Context: an optimization exercise on an open-source flow, tuned for small area, a short achievable clock period and few clock cycles per item. The choices shown serve that exercise and are no tape-out recipe. Only simulation tests tie the RTL to the original design; equivalence was not proved. Power is estimated from default activity; no workload was simulated.

Setup of the baseline:
==> flow/design.v <==
`timescale 1ns/1ps
package flit_pkg;
  typedef struct packed {
    logic                  vc;
    logic                  x_dir;
    logic                  y_dir;
    logic [(64 - 3 - 2 * 4 - 48)-1:0]    reserved;
    logic [4-1:0]     hop_x;
    logic [4-1:0]     hop_y;
    logic [48-1:0] payload;
  } flit_t;
endpackage
`timescale 1ns/1ps
package router_pkg;
  typedef enum logic [2:0] {
    PORT_UP    = 3'd0,
    PORT_DOWN  = 3'd1,
    PORT_LEFT  = 3'd2,
    PORT_RIGHT = 3'd3,
    PORT_NIC   = 3'd4
  } port_e;
  typedef struct packed {
    logic            valid;
    logic [64-1:0] flit;
  } link_t;
  typedef struct packed {
    logic [5-1:0] dest;
    logic [64-1:0]    flit;
  } req_t;
  function automatic [5-1:0] port_bit(input logic [2:0] p);
    port_bit    = '0;
    port_bit[p] = 1'b1;
  endfunction
endpackage
`timescale 1ns/1ps
module elastic_buffer (
  input  logic            clk,
  input  logic            reset,
  input  logic            in_valid,
  input  flit_pkg::flit_t in_data,
  output logic            in_ready,
  output logic            out_valid,
  output flit_pkg::flit_t out_data,
  input  logic            out_ready
);
  logic  full;
  flit_pkg::flit_t data_q;
  logic  push;
  logic  pop;
  assign pop      = full && out_ready;
  assign in_ready = !full || pop;
  assign push     = in_valid && in_ready;
  always_ff @(posedge clk or posedge reset) begin
    if (reset) begin
      full <= 1'b0;
    end else if (push) begin
      full <= 1'b1;
    end else if (pop) begin
      full <= 1'b0;
    end
  end
  always_ff @(posedge clk) begin
    if (push) begin
      data_q <= in_data;
    end
  end
  assign out_valid = full;
  assign out_data  = data_q;
endmodule
`timescale 1ns/1ps
module input_port (
  input  logic              clk,
  input  logic              reset,
  input  logic              in_valid,
  input  flit_pkg::flit_t   in_flit,
  output logic              in_ready,
  output router_pkg::req_t  req,
  input  logic              accept
);
  router_pkg::port_e route;
  always_comb begin
    route    = router_pkg::PORT_NIC;
    if (in_flit.hop_x != '0) begin
      route = in_flit.x_dir ? router_pkg::PORT_LEFT : router_pkg::PORT_RIGHT;
    end else if (in_flit.hop_y != '0) begin
      route = in_flit.y_dir ? router_pkg::PORT_DOWN : router_pkg::PORT_UP;
    end
  end
  assign req.dest = in_valid ? router_pkg::port_bit(route) : '0;
  assign req.flit = in_flit;
  assign in_ready = accept;
endmodule
`timescale 1ns/1ps
module output_port #(
  parameter int PORT = 0
) (
  input  logic                  clk,
  input  logic                  reset,
  input  logic                  polarity,
  input  logic [5-1:0] prio,
  input  logic [5-1:0] req_valid,
  input  logic [5*64-1:0] req_flit,
  output logic [5-1:0] grant,
  output logic                  out_valid,
  output flit_pkg::flit_t       out_flit,
  input  logic                  out_ready
);
  localparam int N = 5;
  logic [N-1:0] cand;
  logic [N-1:0] beats [N];
  logic [N-1:0] pick;
  flit_pkg::flit_t adj_flit;
  logic [N*64-1:0] adj_all;
  always_comb begin
    for (int i = 0; i < N; i++) begin
      cand[i] = req_valid[i] && !grant[i]
             && (req_flit[64*i + 64 - 1] == polarity);
    end
  end
  always_comb begin
    for (int i = 0; i < N; i++) begin
      for (int j = 0; j < N; j++) begin
        beats[i][j] = 1'b0;
        for (int k = 0; k < N; k++) begin
          if (prio[k] && (((j - k + N) % N) < ((i - k + N) % N))) begin
            beats[i][j] = 1'b1;
          end
        end
      end
    end
  end
  always_comb begin
    for (int i = 0; i < N; i++) begin
      pick[i] = cand[i] && !(|(cand & beats[i]));
    end
  end
  always_ff @(posedge clk or posedge reset) begin
    if (reset) begin
      grant <= '0;
    end else if (!(out_valid && !out_ready)) begin
      grant <= pick;
    end
  end
  assign out_valid = |grant;
  always_comb begin
    for (int i = 0; i < N; i++) begin
      adj_flit = req_flit[64*i +: 64];
      case (PORT)
        0: begin
          adj_flit.hop_x = '0;
          adj_flit.y_dir = 1'b0;
          adj_flit.hop_y = adj_flit.hop_y - 1'b1;
        end
        1: begin
          adj_flit.hop_x = '0;
          adj_flit.y_dir = 1'b1;
          adj_flit.hop_y = adj_flit.hop_y - 1'b1;
        end
        2: begin
          adj_flit.x_dir = 1'b1;
          adj_flit.hop_x = adj_flit.hop_x - 1'b1;
        end
        3: begin
          adj_flit.x_dir = 1'b0;
          adj_flit.hop_x = adj_flit.hop_x - 1'b1;
        end
        default: begin
          adj_flit.hop_x = '0;
          adj_flit.hop_y = '0;
        end
      endcase
      adj_all[64*i +: 64] = adj_flit;
    end
  end
  always_comb begin
    out_flit = '0;
    for (int i = 0; i < N; i++) begin
      if (grant[i]) begin
        out_flit = out_flit | adj_all[64*i +: 64];
      end
    end
  end
endmodule
`timescale 1ns/1ps
module mesh_router (
  input  logic                          clk,
  input  logic                          reset,
  input  logic [5-1:0]         in_valid,
  input  logic [5*64-1:0] in_flit,
  output logic [5-1:0]         in_ready,
  output logic [5-1:0]         out_valid,
  output logic [5*64-1:0] out_flit,
  input  logic [5-1:0]         out_ready,
  output logic                          polarity_to_nic
);
  localparam int N = 5;
  logic                  polarity;
  logic [N-1:0]          prio;
  logic [N*N-1:0]        req_dest;
  logic [N*64-1:0]  req_flit;
  logic [N*N-1:0]        req_col;
  logic [N*N-1:0]        grant;
  logic [N-1:0]          accept;
  always_ff @(posedge clk or posedge reset) begin
    if (reset) begin
      polarity <= 1'b0;
      prio     <= {{(N - 1){1'b0}}, 1'b1};
    end else begin
      polarity <= ~polarity;
      prio     <= {prio[N-2:0], prio[N-1]};
    end
  end
  assign polarity_to_nic = polarity;
  for (genvar p = 0; p < N; p++) begin : g_port
    router_pkg::req_t req_p;
    input_port i_in (
      .clk      (clk),
      .reset    (reset),
      .in_valid (in_valid[p]),
      .in_flit  (in_flit[64*p +: 64]),
      .in_ready (in_ready[p]),
      .req      (req_p),
      .accept   (accept[p])
    );
    assign req_dest[N*p +: N]           = req_p.dest;
    assign req_flit[64*p +: 64] = req_p.flit;
    for (genvar i = 0; i < N; i++) begin : g_col
      assign req_col[N*p + i] = req_dest[N*i + p];
    end
    output_port #(.PORT(p)) i_out (
      .clk       (clk),
      .reset     (reset),
      .polarity  (polarity),
      .prio      ({prio[N-2:0], prio[N-1]}),
      .req_valid (req_col[N*p +: N]),
      .req_flit  (req_flit),
      .grant     (grant[N*p +: N]),
      .out_valid (out_valid[p]),
      .out_flit  (out_flit[64*p +: 64]),
      .out_ready (out_ready[p])
    );
  end
  always_comb begin
    accept = '0;
    for (int p = 0; p < N; p++) begin
      accept = accept | (out_ready[p] ? grant[N*p +: N] : '0);
    end
  end
endmodule
Settings: LEC_CHECK=0, CAP_MARGIN=20, CORE_AREA=2 2 258 258, DIE_AREA=0 0 260 260, PLACE_DENSITY=0.4, SLEW_MARGIN=20; clock period 5.5 ns.
standard.sh (not shown) runs the stock make flow with config.mk's settings and CLKGATE_MAP_FILE= SYNTH_SCRIPT=/design/flow/synth_recipe.tcl, a recipe that flattens the netlist after the stock synthesis.
==> flow/flow/run.sh <==
#!/bin/bash
# Standard layout, with plain buf_1 cells as the port buffers and the flit
# pins grouped by bit along the die edge
export BUFFER_PORTS_ARGS="-buffer_cell sky130_fd_sc_hd__buf_1"
export PRE_IO_PLACEMENT_TCL="$(pwd)/flow/io.tcl"
export PLACE_PINS_ARGS="-min_distance 1.2"
bash standard.sh > standard_flow.log 2>&1
==> flow/flow/io.tcl <==
# Bit-sliced pin placement: bit b of every input and output flit shares one
# stretch of the die edge, so each bit of the crossbar stays local
set die [ord::get_die_area]
set w [expr {[lindex $die 2] - [lindex $die 0]}]
set h [expr {[lindex $die 3] - [lindex $die 1]}]
set edges [list bottom $w right $h top $w left $h]
set per_edge 16
set b 0
foreach {edge len} $edges {
  set seg [expr {($len - 8.0) / $per_edge}]
  for {set k 0} {$k < $per_edge} {incr k} {
    set names {}
    for {set p 0} {$p < 5} {incr p} {
      set i [expr {64 * $p + $b}]
      foreach port [list in_flit\[$i\] out_flit\[$i\]] {
        if {[llength [get_ports -quiet $port]]} { lappend names $port }
      }
    }
    set lo [expr {4.0 + $k * $seg}]
    set hi [expr {$lo + $seg}]
    set_io_pin_constraint -pin_names $names -region $edge:[format %.2f $lo]-[format %.2f $hi]
    incr b
  }
}
Testbench counts of the baseline, summed over its fixed seeds: cycles 9,340, flits 16,000.
diff inputs: the baseline => the candidate
# the baseline
export LEC_CHECK = 0
export CAP_MARGIN = 20
export CORE_AREA = 2 2 258 258
export DIE_AREA = 0 0 260 260
export PLACE_DENSITY = 0.4
export SLEW_MARGIN = 20
create_clock -name core_clock -period 5.5 [get_ports {clk}]
# the candidate
export LEC_CHECK = 0
export CAP_MARGIN = 20
export CELL_PAD_IN_SITES_DETAIL_PLACEMENT = 2
export CELL_PAD_IN_SITES_GLOBAL_PLACEMENT = 2
export CORE_AREA = 2 2 258 258
export DIE_AREA = 0 0 260 260
export PLACE_DENSITY = 0.4
export SETUP_SLACK_MARGIN = 1.9
export SLEW_MARGIN = 20
create_clock -name core_clock -period 5.5 [get_ports {clk}]
==> comparison <==
The candidate reports its kind of critical path as primary input to output pin while the baseline reports flip-flop to output pin.
The candidate against the baseline: share of total power in combinational logic increased by 8.5 points relative to the old numbers; total number of vias moved up; fraction of final layout cells with drive strength greater than 1 shows an increase of 1.6 points.

* * *

mesh_router, a different RTL version from the one above (not shown whole).
Size in the first run: about 1500 cells after synthesis, about 51 flip-flops, about 660 I/O pins, ~11000 µm² of cells after synthesis.
Settings: LEC_CHECK=0, CAP_MARGIN=20, CELL_PAD_IN_SITES_DETAIL_PLACEMENT=2, CELL_PAD_IN_SITES_GLOBAL_PLACEMENT=2, CORE_AREA=2 2 258 258, DIE_AREA=0 0 260 260, PLACE_DENSITY=0.4, SETUP_SLACK_MARGIN=2.4, SLEW_MARGIN=20; clock period 5.5 ns.
Scripts as last shown in full above: flow/flow/run.sh, flow/flow/io.tcl
Testbench counts at the start, summed over its fixed seeds: cycles 9,340, flits 16,000.
Change:
Settings changed: SETUP_SLACK_MARGIN 2.4 to 2.3.
First-iteration DRC count fell by 9.1%; register-to-register slack gets worse by 0.11 ns; utilization fell by 0.73 points.

## static timing again, ports no longer ideal
The results above use ideal ports. As a check the final layouts listed here were re-extracted and re-timed, cells and wires unchanged. Step 1 (the two cells are an assumption about what drives the block):
set clk [get_ports {clk}]
set_driving_cell -lib_cell sky130_fd_sc_hd__clkbuf_16 $clk
set_driving_cell -lib_cell sky130_fd_sc_hd__buf_2 [delete_from_list [all_inputs] $clk]
Step 2 adds t to the input delays and takes it off the output delays; t is the mean of the earliest and latest rising clock arrival at the registers after step 1. Input paths then give back, and output paths get back, about the clock's delay inside the block. Slacks: ideal ports / drivers / drivers and shift; pairs: ideal ports / drivers.
run	shift t [ns]	setup WS [ns]	worst hold slack (ns)	worst data-port slew with drivers (ns)
the baseline	0.347	1.883 / 1.819 / 1.856	0.512 / 0.512 / 0.512	0.16
the candidate	0.344	1.944 / 1.889 / 1.862	0.532 / 0.532 / 0.532	0.21
the first run of note 2	0.359	2.383 / 2.357 / 2.047	0.530 / 0.530 / 0.530	0.11
the second run of note 2	0.361	2.319 / 2.268 / 2.047	0.534 / 0.534 / 0.534	0.10
After both steps setup and hold are still met in every run listed. For the first run of note 2, which loses most, drivers alone change the setup slack by -0.026 ns; drivers and shift together by -0.336 ns.
